Context: an optimization exercise on an open-source flow, tuned for small area, a short achievable clock period and few clock cycles per item. The choices shown serve that exercise and are no tape-out recipe.
Where RTL was checked, it was by simulation tests only, not by an equivalence proof against the original.
Power figures rest on the tool's default switching activity, not on a simulated workload.

## lru_key_value_cache
module lru_key_value_cache #(
  parameter int MAX_ENTRIES = MAX_ENTRIES_DEF
) (
  input  wire                     clk,
  input  wire                     rst_n,
  input  wire                     start,
  output logic                    busy,
  input  wire                     in_opcode,
  input  wire  signed [KEY_W-1:0] in_key,
  input  wire  signed [VAL_W-1:0] in_value,
  output logic                    out_strobe,
  output logic                    out_hit,
  output logic signed [VAL_W-1:0] out_read_value,
  input  wire                     cfg_we,
  input  wire         [CAP_W-1:0] cfg_wdata
);
==> flow/config.mk <==
export PLATFORM = sky130hd
export DESIGN_NAME = lru_key_value_cache
export DESIGN_NICKNAME = lru_key_value_cache
export VERILOG_FILES = /design/flow/design.v
export SDC_FILE = /design/flow/constraint.sdc
export NUM_CORES = 4
export LEC_CHECK = 0
export CAP_MARGIN = 20
export CORE_MARGIN = 2
export CORE_UTILIZATION = 55
export CTS_CLUSTER_DIAMETER = 60
export CTS_CLUSTER_SIZE = 24
export PLACE_DENSITY = 0.72
export SETUP_SLACK_MARGIN = 4.0
export SLEW_MARGIN = 20
==> flow/constraint.sdc <==
create_clock -name core_clock -period 6.5 [get_ports {clk}]
set_input_delay 1.3000 -clock core_clock [delete_from_list [all_inputs] [get_ports {clk}]]
set_output_delay 1.3000 -clock core_clock [all_outputs]
set_load 0.01 [all_outputs]
standard.sh (not shown) runs the stock make flow with config.mk's settings and CLKGATE_MAP_FILE= SYNTH_SCRIPT=/design/flow/synth_recipe.tcl, a recipe that flattens the netlist after the stock synthesis.
==> flow/flow/run.sh <==
#!/bin/bash
# Standard layout, with clock tree synthesis told not to add dummy loads and
# the port buffers started from the smallest buffer.
set -euo pipefail
export CTS_ARGS="-sink_clustering_enable -repair_clock_nets -dont_use_dummy_load -sink_clustering_size 24 -sink_clustering_max_diameter 60"
export BUFFER_PORTS_ARGS="-buffer_cell sky130_fd_sc_hd__buf_1"
bash standard.sh > standard.log 2>&1
The starting point completed without violations.
Testbench counts at the start, summed over its fixed seeds: cycles 16,048, items 16,000.
Then changed:
CORE_UTILIZATION = 60   (was 55)
The new run completed with no timing, DRC or antenna violations.
Hold slack is worse by 3.8 ps.
Area after synthesis does not change.
Clock-buffer cell count stays the same.
Setup slack loses 32 ps.
Die area drops by about 8%.
Non-clock buffer count grows by 26.
Design area went up by about 0.4%.
Wire length went up by 6.9%.
Sequential power stays flat.
Then changed:
CORE_UTILIZATION = 65   (was 60)
What happened:
- non-clock buffer count drops by 3
- wire length drops by about 0.9%
- worst setup slack degrades by 39 ps
- area after synthesis stays the same
- sequential cell count is unchanged
- critical path depth drops by 1
- count of clock-buffer cells in the layout drops by 2
- clock power drops by about 1%
- via count drops by 0.48%
- synthesized cell count does not change
- global-route usage climbs by 2.8 points
Then changed:
--- a/flow/flow/run.sh
+++ b/flow/flow/run.sh
@@ -5 +5 @@
-export CTS_ARGS="-sink_clustering_enable -repair_clock_nets -dont_use_dummy_load -sink_clustering_size 24 -sink_clustering_max_diameter 60"
+export CTS_ARGS="-sink_clustering_enable -repair_clock_nets -dont_use_dummy_load -sink_clustering_size 16 -sink_clustering_max_diameter 45 -buf_list sky130_fd_sc_hd__clkbuf_8 -root_buf sky130_fd_sc_hd__clkbuf_16"
CORE_UTILIZATION = 60   (was 65)
CTS_CLUSTER_DIAMETER = 45   (was 60)
CTS_CLUSTER_SIZE = 16   (was 24)
What happened: Final area barely changes. Non-clock buffer count is higher by 6. Cell count climbs by 3.3%. Power shrinks by 3.2%. Hold slack got worse by 23 ps. Setup slack is better by 53 ps.

========
Another version of the RTL of lru_key_value_cache (not shown whole).
For scale: roughly 3300 cells after synthesis, about 110 I/O pins, ~51000 µm² of cells after synthesis.
==> flow/config.mk <==
export PLATFORM = sky130hd
export DESIGN_NAME = lru_key_value_cache
export DESIGN_NICKNAME = lru_key_value_cache
export VERILOG_FILES = /design/flow/design.v
export SDC_FILE = /design/flow/constraint.sdc
export NUM_CORES = 4
export LEC_CHECK = 0
export CAP_MARGIN = 20
export CORE_MARGIN = 2
export CORE_UTILIZATION = 60
export CTS_CLUSTER_DIAMETER = 60
export CTS_CLUSTER_SIZE = 24
export SETUP_SLACK_MARGIN = 4.0
export SLEW_MARGIN = 20
==> flow/constraint.sdc <==
create_clock -name core_clock -period 6.5 [get_ports {clk}]
set_input_delay 1.3000 -clock core_clock [delete_from_list [all_inputs] [get_ports {clk}]]
set_output_delay 1.3000 -clock core_clock [all_outputs]
set_load 0.01 [all_outputs]
==> flow/flow/run.sh <==
#!/bin/bash
# Standard layout, with clock tree synthesis told not to add dummy loads and
# the port buffers started from the smallest buffer.
set -euo pipefail
export CTS_ARGS="-sink_clustering_enable -repair_clock_nets -dont_use_dummy_load -sink_clustering_size 24 -sink_clustering_max_diameter 60"
export BUFFER_PORTS_ARGS="-buffer_cell sky130_fd_sc_hd__buf_1"
bash standard.sh > standard.log 2>&1
The baseline passed the timing, design-rule and antenna checks.
==> next run, changes <==
- PLACE_DENSITY: unset -> 0.72
Outcome: Cell area stays flat; routed wire length went down by 0.31%; register-to-register slack gets better by 0.09 ns; utilization drops by 0.14 points; via count rose by 2.1%; global-route usage decreases by 0.20 points; die area stays the same; clock-buffer cell count is lower by 4; non-clock buffer count fell by 11.
No run of this note included a check of the RTL's function; only the layout flow was run.

========
Another version of the RTL of lru_key_value_cache (not shown whole).
Size: ~3200 cells after synthesis, ~110 I/O pins, ~50000 µm² of cells after synthesis.
==> flow/config.mk <==
export PLATFORM = sky130hd
export DESIGN_NAME = lru_key_value_cache
export DESIGN_NICKNAME = lru_key_value_cache
export VERILOG_FILES = /design/flow/design.v
export SDC_FILE = /design/flow/constraint.sdc
export NUM_CORES = 4
export LEC_CHECK = 0
export CAP_MARGIN = 20
export CORE_MARGIN = 2
export CORE_UTILIZATION = 60
export CTS_CLUSTER_DIAMETER = 60
export CTS_CLUSTER_SIZE = 24
export SETUP_SLACK_MARGIN = 4.0
export SLEW_MARGIN = 20
==> flow/constraint.sdc <==
create_clock -name core_clock -period 6.5 [get_ports {clk}]
set_input_delay 1.3000 -clock core_clock [delete_from_list [all_inputs] [get_ports {clk}]]
set_output_delay 1.3000 -clock core_clock [all_outputs]
set_load 0.01 [all_outputs]
run.sh (not shown) runs the stock make flow with config.mk's settings and CLKGATE_MAP_FILE= SYNTH_SCRIPT=/design/flow/synth_recipe.tcl, a recipe that flattens the netlist after the stock synthesis.
Stock flow here: none of the scripts above is used.
The first run finished with timing, DRC and antenna clean.
Rerun with:
==> flow/flow/run.sh (new file) <==
#!/bin/bash
# Standard layout, with clock tree synthesis told not to add dummy loads and
# the port buffers started from the smallest buffer.
set -euo pipefail
export CTS_ARGS="-sink_clustering_enable -repair_clock_nets -dont_use_dummy_load -sink_clustering_size 24 -sink_clustering_max_diameter 60"
export BUFFER_PORTS_ARGS="-buffer_cell sky130_fd_sc_hd__buf_1"
bash standard.sh > standard.log 2>&1
==> flow/standard.sh (new file) <==
#!/bin/bash
# synth_recipe.tcl (not shown) runs the flow's synth.tcl, then flattens the netlist and writes it again
# the make line also repeats each setting of config.mk as NAME=value (left out here)
make -C /OpenROAD-flow-scripts/flow DESIGN_CONFIG=/design/flow/config.mk WORK_HOME=/design/flow/orfs CLKGATE_MAP_FILE= SYNTH_SCRIPT=/design/flow/synth_recipe.tcl "${@:-finish}"
removed: flow/run.sh
Clock power decreases by about a fifth; clock skew increases by 36 ps; combinational power decreases slightly.
Rerun with:
==> flow/flow/run.sh (replaced) <==
#!/bin/bash
# Standard layout, with clock tree synthesis told not to add dummy loads.
set -euo pipefail
export CTS_ARGS="-sink_clustering_enable -repair_clock_nets -dont_use_dummy_load -sink_clustering_size 24 -sink_clustering_max_diameter 60"
bash standard.sh > standard.log 2>&1
- TNS_END_PERCENT: unset -> 10
After rerunning: Design area shrinks by 1.4%; non-clock buffer count is lower by 57; critical path depth came out lower by 3; power went up by 1.8%; count of clock-buffer cells in the layout climbs by 8; global-route usage drops by 0.34 points; setup slack degrades by 210 ps.
Rerun with:
--- a/flow/flow/run.sh
+++ b/flow/flow/run.sh
@@ -2 +2,2 @@
-# Standard layout, with clock tree synthesis told not to add dummy loads.
+# Standard layout, with clock tree synthesis told not to add dummy loads and
+# the port buffers started from the smallest buffer.
@@ -4,0 +6 @@
+export BUFFER_PORTS_ARGS="-buffer_cell sky130_fd_sc_hd__buf_1"
- CORE_UTILIZATION: 60 -> 70
- PLACE_DENSITY: unset -> 0.72
- TNS_END_PERCENT: 10 -> unset
Cell count went down by 2.0%.
Wire length went down by 2.5%.
Area after synthesis does not change.
Via count went up by 3.3%.
Synthesized cell count is unchanged.
Worst setup slack improved by 85 ps.
Maximum frequency went up by 3.1%.
Die area went down by 14%.
Flip-flop and latch count does not change.
Design area went down by 0.31%.
Total power went down by 3.8%.
Function was not checked in any run of this note: the RTL went through the layout flow alone.

========
== job 7422 ==
RTL: one of the versions met above, not the one the previous note started from.
Size in the first run: about 1,400 flip-flops, ~0.053 mm² of cells after synthesis.
clock: 6.5 ns
lec_check: 0
cap_margin: 20
core_margin: 2
core_utilization: 60
cts_cluster_diameter: 60
cts_cluster_size: 24
place_density: 0.8
setup_slack_margin: 4.0
slew_margin: 20
standard.sh (not shown) runs the stock make flow with config.mk's settings and CLKGATE_MAP_FILE= SYNTH_SCRIPT=/design/flow/synth_recipe.tcl, a recipe that flattens the netlist after the stock synthesis.
==> flow/flow/run.sh <==
#!/bin/bash
# Standard layout, with clock tree synthesis told not to add dummy loads and
# the port buffers started from the smallest buffer.
set -euo pipefail
export CTS_ARGS="-sink_clustering_enable -repair_clock_nets -dont_use_dummy_load -sink_clustering_size 24 -sink_clustering_max_diameter 60"
export BUFFER_PORTS_ARGS="-buffer_cell sky130_fd_sc_hd__buf_1"
bash standard.sh > standard.log 2>&1
Testbench counts of job 7422, summed over its fixed seeds: cycles 16,048, items 16,000.
#### Input delta (job 4229 over job 7422)
# job 7422
export LEC_CHECK = 0
export CAP_MARGIN = 20
export CORE_MARGIN = 2
export CORE_UTILIZATION = 60
export CTS_CLUSTER_DIAMETER = 60
export CTS_CLUSTER_SIZE = 24
export PLACE_DENSITY = 0.8
export SETUP_SLACK_MARGIN = 4.0
export SLEW_MARGIN = 20
create_clock -name core_clock -period 6.5 [get_ports {clk}]
# job 4229
export LEC_CHECK = 0
export CAP_MARGIN = 20
export CORE_MARGIN = 2
export CORE_UTILIZATION = 60
export CTS_CLUSTER_DIAMETER = 50
export CTS_CLUSTER_SIZE = 20
export PLACE_DENSITY = 0.72
export SETUP_SLACK_MARGIN = 4.0
export SLEW_MARGIN = 20
create_clock -name core_clock -period 6.5 [get_ports {clk}]
==> flow/flow/run.sh <==
#!/bin/bash
# Standard layout, with clock tree synthesis told not to add dummy loads and
# the port buffers started from the smallest buffer.
set -euo pipefail
export CTS_ARGS="-sink_clustering_enable -repair_clock_nets -dont_use_dummy_load -sink_clustering_size 20 -sink_clustering_max_diameter 50"
export BUFFER_PORTS_ARGS="-buffer_cell sky130_fd_sc_hd__buf_1"
bash standard.sh > standard.log 2>&1
## What came out
- The area growth from synthesis to layout number comes out higher for job 4229 vs job 7422.
- Cell count in job 4229 is 47 above job 7422.
- Sort job 7422 and job 4229 by number of antenna violations at the first check in global routing, ascending, and job 4229 comes first.
- Compared with job 7422, job 4229 shows a higher overall power consumption.
- From job 7422 to job 4229 the numbers moved as follows: fraction of the core area covered by cells at the end of the flow moved up; clock-buffer cell count increased by 34 relative to the old numbers.
The following lists how job 6537 was set up differently from job 4229:
# job 4229
export LEC_CHECK = 0
export CAP_MARGIN = 20
export CORE_MARGIN = 2
export CORE_UTILIZATION = 60
export CTS_CLUSTER_DIAMETER = 50
export CTS_CLUSTER_SIZE = 20
export PLACE_DENSITY = 0.72
export SETUP_SLACK_MARGIN = 4.0
export SLEW_MARGIN = 20
create_clock -name core_clock -period 6.5 [get_ports {clk}]
# job 6537
export LEC_CHECK = 0
export CAP_MARGIN = 20
export CORE_MARGIN = 2
export CORE_UTILIZATION = 60
export CTS_CLUSTER_DIAMETER = 60
export CTS_CLUSTER_SIZE = 24
export SETUP_SLACK_MARGIN = 4.0
export SLEW_MARGIN = 20
create_clock -name core_clock -period 6.5 [get_ports {clk}]
==> flow/flow/run.sh <==
#!/bin/bash
# Standard layout, with clock tree synthesis told not to add dummy loads and
# the port buffers started from the smallest buffer.
set -euo pipefail
export CTS_ARGS="-sink_clustering_enable -repair_clock_nets -dont_use_dummy_load -sink_clustering_size 24 -sink_clustering_max_diameter 60"
export BUFFER_PORTS_ARGS="-buffer_cell sky130_fd_sc_hd__buf_1"
bash standard.sh > standard.log 2>&1
--- outcome ---
Job 6537 vs. job 4229: maximum frequency moved down; design area fell by 0.76%. Between job 6537 and job 4229, the placed instance count does not differ in any meaningful way. Job 6537 vs job 4229, proportion of power drawn by combinational gates went up by 0.2 points. Looking only at post-layout total power, and setting everything else aside, the lower value of job 6537 and job 4229 goes to job 6537. Across both runs, aggregate global-route resource usage was lower for job 6537 than for job 4229. Against job 4229, cell count in job 6537 fell slightly. Comparing sequential share of layout area for job 6537 and job 4229, the smaller number came from job 4229. Diff job 4229 -> job 6537: setup slack now smaller; switching part of the total now larger. In job 6537 the pin slew with the least headroom to its limit turned out 130 ps lower than in job 4229.
The inputs of job 3506 differ from those of job 6537 as listed below.
# job 6537
export LEC_CHECK = 0
export CAP_MARGIN = 20
export CORE_MARGIN = 2
export CORE_UTILIZATION = 60
export CTS_CLUSTER_DIAMETER = 60
export CTS_CLUSTER_SIZE = 24
export SETUP_SLACK_MARGIN = 4.0
export SLEW_MARGIN = 20
create_clock -name core_clock -period 6.5 [get_ports {clk}]
# job 3506
export LEC_CHECK = 0
export CAP_MARGIN = 20
export CORE_MARGIN = 2
export CORE_UTILIZATION = 60
export CTS_CLUSTER_DIAMETER = 60
export CTS_CLUSTER_SIZE = 24
export GPL_ROUTABILITY_DRIVEN = 0
export PLACE_DENSITY = 0.72
export SETUP_SLACK_MARGIN = 4.0
export SLEW_MARGIN = 20
create_clock -name core_clock -period 6.5 [get_ports {clk}]
### Flow results
Clock network area share delta for job 3506 relative to job 6537: 0.16 points lower
Sum of net half-perimeters after detailed placement improves in job 3506 relative to job 6537.
In terms of critical path data required time, job 6537 and job 3506 differ only marginally.
Between job 3506 and job 6537, it is job 3506 whose routed length on met3 is higher, by 1100 µm.
The higher combinational power came out of job 6537.
Summary of job 3506 over job 6537: sum of buffers and inverters on the critical path fell by 2, global-route usage has decreased, minimum hold slack picked up an extra 26 ps, clock-buffer cell count decreased by 4.2% relative to the old numbers, core utilization lost 0.20 points.
The combinational share of power of job 6537 and that of job 3506 are within noise of each other.
#### Input delta (job 1731 over job 3506)
# job 3506
export LEC_CHECK = 0
export CAP_MARGIN = 20
export CORE_MARGIN = 2
export CORE_UTILIZATION = 60
export CTS_CLUSTER_DIAMETER = 60
export CTS_CLUSTER_SIZE = 24
export GPL_ROUTABILITY_DRIVEN = 0
export PLACE_DENSITY = 0.72
export SETUP_SLACK_MARGIN = 4.0
export SLEW_MARGIN = 20
create_clock -name core_clock -period 6.5 [get_ports {clk}]
# job 1731
export LEC_CHECK = 0
export CAP_MARGIN = 20
export CORE_MARGIN = 2
export CORE_UTILIZATION = 70
export CTS_CLUSTER_DIAMETER = 60
export CTS_CLUSTER_SIZE = 24
export SETUP_SLACK_MARGIN = 4.0
export SLEW_MARGIN = 20
create_clock -name core_clock -period 6.5 [get_ports {clk}]
Job 1731: full flow OK, the timing, design-rule and antenna checks passed. Diff job 3506 -> job 1731: part of the total power dissipated in combinational logic roughly the same; number of buffers and inverters on the critical path higher. Row worst setup slack: job 1731 higher / job 3506 lower.

========
The RTL this note starts from:
==> flow/design.v <==
`default_nettype none
package lkvc_pkg;
  localparam int MAX_ENTRIES_DEF = 16;
  localparam int KEY_W = 32;
  localparam int VAL_W = 32;
  localparam int CAP_W = 5;
  localparam logic [CAP_W-1:0] CAP_RESET = 5'd16;
  localparam logic OP_GET = 1'b0;
  localparam logic OP_PUT = 1'b1;
  localparam logic [VAL_W-1:0] MISS_VALUE = 32'hFFFF_FFFF;
  localparam logic [VAL_W-1:0] PUT_VALUE = 32'h0000_0000;
endpackage
`default_nettype wire
`default_nettype none
import lkvc_pkg::*;
module lru_key_value_cache #(
  parameter int MAX_ENTRIES = MAX_ENTRIES_DEF
) (
  input  wire                     clk,
  input  wire                     rst_n,
  input  wire                     start,
  output logic                    busy,
  input  wire                     in_opcode,
  input  wire  signed [KEY_W-1:0] in_key,
  input  wire  signed [VAL_W-1:0] in_value,
  output logic                    out_strobe,
  output logic                    out_hit,
  output logic signed [VAL_W-1:0] out_read_value,
  input  wire                     cfg_we,
  input  wire         [CAP_W-1:0] cfg_wdata
);
  localparam int N = MAX_ENTRIES;
  logic [CAP_W-1:0] cap_r;
  logic [N-1:0]     valid_r;      
  logic             full_r;
  logic             s1_vld_r;
  logic             s1_op_r;
  logic [KEY_W-1:0] s1_key_r;
  logic [VAL_W-1:0] s1_val_r;
  logic [N-1:0]     s1_eq_r;      
  logic             s1_same_r;    
  logic [N-1:0]     wr_prev_r;    
  logic             s2_vld_r;
  logic             s2_op_r;
  logic [KEY_W-1:0] s2_key_r;
  logic [VAL_W-1:0] s2_val_r;
  logic [N-1:0]     s2_match_r;   
  logic             s2_found_r;   
  logic [KEY_W-1:0] key_r [N];
  logic [VAL_W-1:0] val_r [N];
  logic             newer_r [N][N];
  logic             res_vld_r;
  logic             res_hit_r;
  logic [VAL_W-1:0] res_val_r;
  assign busy = 1'b0;
  logic [N-1:0]     cap_sel;
  logic [VAL_W-1:0] rd_val;
  always_comb begin
    for (int i = 0; i < N; i++) begin
      cap_sel[i] = (cap_r == CAP_W'(i + 1)) || (i == 0 && cap_r == '0) ||
                   (i == N - 1 && cap_r > CAP_W'(N));
    end
    rd_val = '0;
    for (int i = 0; i < N; i++) begin
      rd_val = rd_val | (val_r[i] & {VAL_W{s2_match_r[i]}});
    end
  end
  logic [N-1:0] victim_r;       
  logic [N-1:0] valid, free, miss_slot, slot, upd, wr;
  logic         s2_put, s2_wrote, s2_putmiss, do_ins;
  always_comb begin
    valid = valid_r;
    for (int i = 0; i < N; i++) begin
      free[i] = !valid_r[i] && ((i == 0) ? 1'b1 : valid_r[i-1]);
    end
    miss_slot = full_r ? victim_r : free;
    s2_put     = s2_op_r == OP_PUT;
    s2_wrote   = s2_vld_r && s2_put;
    s2_putmiss = s2_wrote && !s2_found_r;
    do_ins     = s2_putmiss && !full_r;
    slot = s2_found_r ? s2_match_r : miss_slot;
    upd  = slot & {N{s2_vld_r && (s2_found_r || s2_put)}};
    wr   = slot & {N{s2_wrote}};
  end
  logic [N-1:0] valid_nxt, second, victim_nxt;
  logic         newer_nxt [N][N];
  logic         full_nxt, victim_used;
  always_comb begin
    for (int i = 0; i < N; i++) begin
      for (int j = i + 1; j < N; j++) begin
        newer_nxt[i][j] = upd[i] || (newer_r[i][j] && !upd[j]);
      end
    end
    valid_nxt = do_ins ? {valid_r[N-2:0], 1'b1} : valid_r;
    full_nxt  = |(valid_nxt & cap_sel);
    for (int i = 0; i < N; i++) begin
      logic v;
      v = valid_r[i] && !victim_r[i];
      for (int j = 0; j < N; j++) begin
        if (j < i) begin
          v = v && (newer_r[j][i] || victim_r[j]);
        end else if (j > i) begin
          v = v && (!valid_r[j] || !newer_r[i][j] || victim_r[j]);
        end
      end
      second[i] = v;
    end
    victim_used = s2_vld_r && (s2_found_r ? |(s2_match_r & victim_r) : (s2_put && full_r));
    if (victim_used) begin
      victim_nxt = second | (victim_r & {N{!valid_r[1]}});
    end else begin
      victim_nxt = victim_r | N'(do_ins && !valid_r[0]);
    end
  end
  logic [N-1:0] s0_eq;
  logic         s0_same;
  always_comb begin
    for (int i = 0; i < N; i++) begin
      s0_eq[i] = key_r[i] == in_key;
    end
    s0_same = in_key == s2_key_r;
  end
  logic [N-1:0] s1_eq, s1_keep, s1_match, s1_match_fix;
  logic         s1_same, s1_found, s1_fwd;
  always_comb begin
    s1_eq = (s1_eq_r & ~wr_prev_r) | (wr_prev_r & {N{s1_same_r}});
    for (int i = 0; i < N; i++) begin
      s1_keep[i] = valid[i] && !(s2_putmiss && miss_slot[i]);
    end
    s1_match = s1_eq & s1_keep;
    s1_same  = (s1_key_r == s2_key_r);
    s1_fwd   = s2_wrote && s1_same;
    s1_found = s1_fwd || (|s1_match);
    s1_match_fix = s1_fwd ? slot : s1_match;
  end
  always_ff @(posedge clk) begin
    if (!rst_n) begin
      s1_vld_r  <= 1'b0;
      s2_vld_r  <= 1'b0;
      res_vld_r <= 1'b0;
      cap_r     <= CAP_RESET;
      valid_r   <= '0;
      full_r    <= 1'b0;
      victim_r  <= '0;
    end else begin
      s1_vld_r  <= start;
      s2_vld_r  <= s1_vld_r;
      res_vld_r <= s2_vld_r;
      if (cfg_we) begin
        cap_r <= cfg_wdata;
      end
      valid_r <= valid_nxt;
      full_r <= full_nxt;
      victim_r <= victim_nxt;
    end
  end
  always_ff @(posedge clk) begin
    s1_op_r    <= in_opcode;
    s1_key_r   <= in_key;
    s1_val_r   <= in_value;
    s1_eq_r    <= s0_eq;
    s1_same_r  <= s0_same;
    wr_prev_r  <= wr;
    s2_op_r    <= s1_op_r;
    s2_key_r   <= s1_key_r;
    s2_val_r   <= s1_val_r;
    s2_match_r <= s1_match_fix;
    s2_found_r <= s1_found;
    for (int i = 0; i < N; i++) begin
      if (wr[i]) begin
        val_r[i] <= s2_val_r;
      end
      if (wr[i] && !s2_found_r) begin
        key_r[i] <= s2_key_r;
      end
      for (int j = i + 1; j < N; j++) begin
        newer_r[i][j] <= newer_nxt[i][j];
      end
    end
    res_hit_r <= s2_found_r;
    if (s2_put) begin
      res_val_r <= PUT_VALUE;
    end else if (s2_found_r) begin
      res_val_r <= rd_val;
    end else begin
      res_val_r <= MISS_VALUE;
    end
  end
  assign out_strobe     = res_vld_r;
  assign out_hit        = res_hit_r;
  assign out_read_value = res_val_r;
endmodule
`default_nettype wire
==> flow/config.mk <==
export PLATFORM = sky130hd
export DESIGN_NAME = lru_key_value_cache
export DESIGN_NICKNAME = lru_key_value_cache
export VERILOG_FILES = /design/flow/design.v
export SDC_FILE = /design/flow/constraint.sdc
export NUM_CORES = 4
export LEC_CHECK = 0
export CAP_MARGIN = 20
export CORE_MARGIN = 2
export CORE_UTILIZATION = 60
export CTS_CLUSTER_DIAMETER = 60
export CTS_CLUSTER_SIZE = 24
export PLACE_DENSITY = 0.72
export SETUP_SLACK_MARGIN = 4.0
export SLEW_MARGIN = 20
==> flow/constraint.sdc <==
create_clock -name core_clock -period 6.5 [get_ports {clk}]
set_input_delay 1.3000 -clock core_clock [delete_from_list [all_inputs] [get_ports {clk}]]
set_output_delay 1.3000 -clock core_clock [all_outputs]
set_load 0.01 [all_outputs]
==> flow/flow/run.sh <==
#!/bin/bash
# Standard layout, with clock tree synthesis told not to add dummy loads and
# the port buffers started from the smallest buffer.
set -euo pipefail
export CTS_ARGS="-sink_clustering_enable -repair_clock_nets -dont_use_dummy_load -sink_clustering_size 24 -sink_clustering_max_diameter 60"
export BUFFER_PORTS_ARGS="-buffer_cell sky130_fd_sc_hd__buf_1"
bash standard.sh > standard.log 2>&1
The baseline finished clean.
Next try:
==> flow/flow/run.sh (replaced) <==
#!/bin/bash
# Standard layout, with clock tree synthesis told not to add dummy loads and
# the port buffers started from the smallest buffer.
set -euo pipefail
export CTS_ARGS="-sink_clustering_enable -repair_clock_nets -dont_use_dummy_load -sink_clustering_size 16 -sink_clustering_max_diameter 45 -buf_list sky130_fd_sc_hd__clkbuf_8 -root_buf sky130_fd_sc_hd__clkbuf_16"
export BUFFER_PORTS_ARGS="-buffer_cell sky130_fd_sc_hd__buf_1"
bash standard.sh > standard.log 2>&1
- CTS_CLUSTER_DIAMETER: 60 -> 45
- CTS_CLUSTER_SIZE: 24 -> 16
=>
- flip-flop and latch count does not change
- setup slack gains 0.015 ns
- sequential share of layout area climbs by 0.51 points
- design area drops by 0.76%
- hold slack gains 0.028 ns
- power drops by 3.9%
- combinational power barely changes
No functional check of the RTL was part of any run of this note.

## separate check: timing with driven ports
In the flow no input, the clock included, has a driving cell. The finished layouts below were timed again as built, in two steps.
Step 1 sets driving cells, clkbuf_16 on the clock port and buf_2 on the other inputs (assumed; they add their load-dependent delay and slew).
Step 2 also shifts input and output timing later by t, the mid clock arrival at the registers, as if the neighbouring blocks saw the same clock.
a / b / c = ideal / step 1 / step 2; a / b = the first two.
run | t (ns) | slack for setup (ns) | worst slew at a driven data input, ns
the first run of note 1 | 0.725 | 3.998 / 3.960 / 3.343 | 0.05
the second run of note 1 | 0.708 | 3.966 / 3.962 / 3.362 | 0.04
the third run of note 1 | 0.727 | 3.926 / 3.926 / 3.272 | 0.04
the fourth run of note 1 | 0.755 | 3.980 / 3.909 / 3.291 | 0.04
the first run of note 2 | 0.708 | 3.882 / 3.882 / 3.310 | 0.04
the second run of note 2 | 0.711 | 3.935 / 3.963 / 3.267 | 0.04
the first run of note 3 | 0.727 | 3.937 / 3.937 / 3.762 | 0.05
the second run of note 3 | 0.714 | 3.907 / 3.907 / 3.907 | 0.04
the third run of note 3 | 0.720 | 3.700 / 3.700 / 3.700 | 0.04
the fourth run of note 3 | 0.684 | 3.785 / 3.785 / 3.785 | 0.05
job 7422 | 0.714 | 3.930 / 3.948 / 3.234 | 0.06
job 4229 | 0.750 | 3.997 / 3.930 / 3.298 | 0.04
job 6537 | 0.739 | 3.944 / 3.959 / 3.251 | 0.06
job 3506 | 0.720 | 3.888 / 3.888 / 3.264 | 0.04
job 1731 | 0.711 | 3.898 / 3.898 / 3.286 | 0.04
the first run of note 5 | 0.721 | 3.983 / 3.939 / 3.301 | 0.05
the second run of note 5 | 0.742 | 3.997 / 3.933 / 3.304 | 0.05
After both steps every run listed still meets setup and hold. The setup slack of job 4229, which loses most, moves by -0.067 ns with the drivers and by -0.699 ns with both steps.
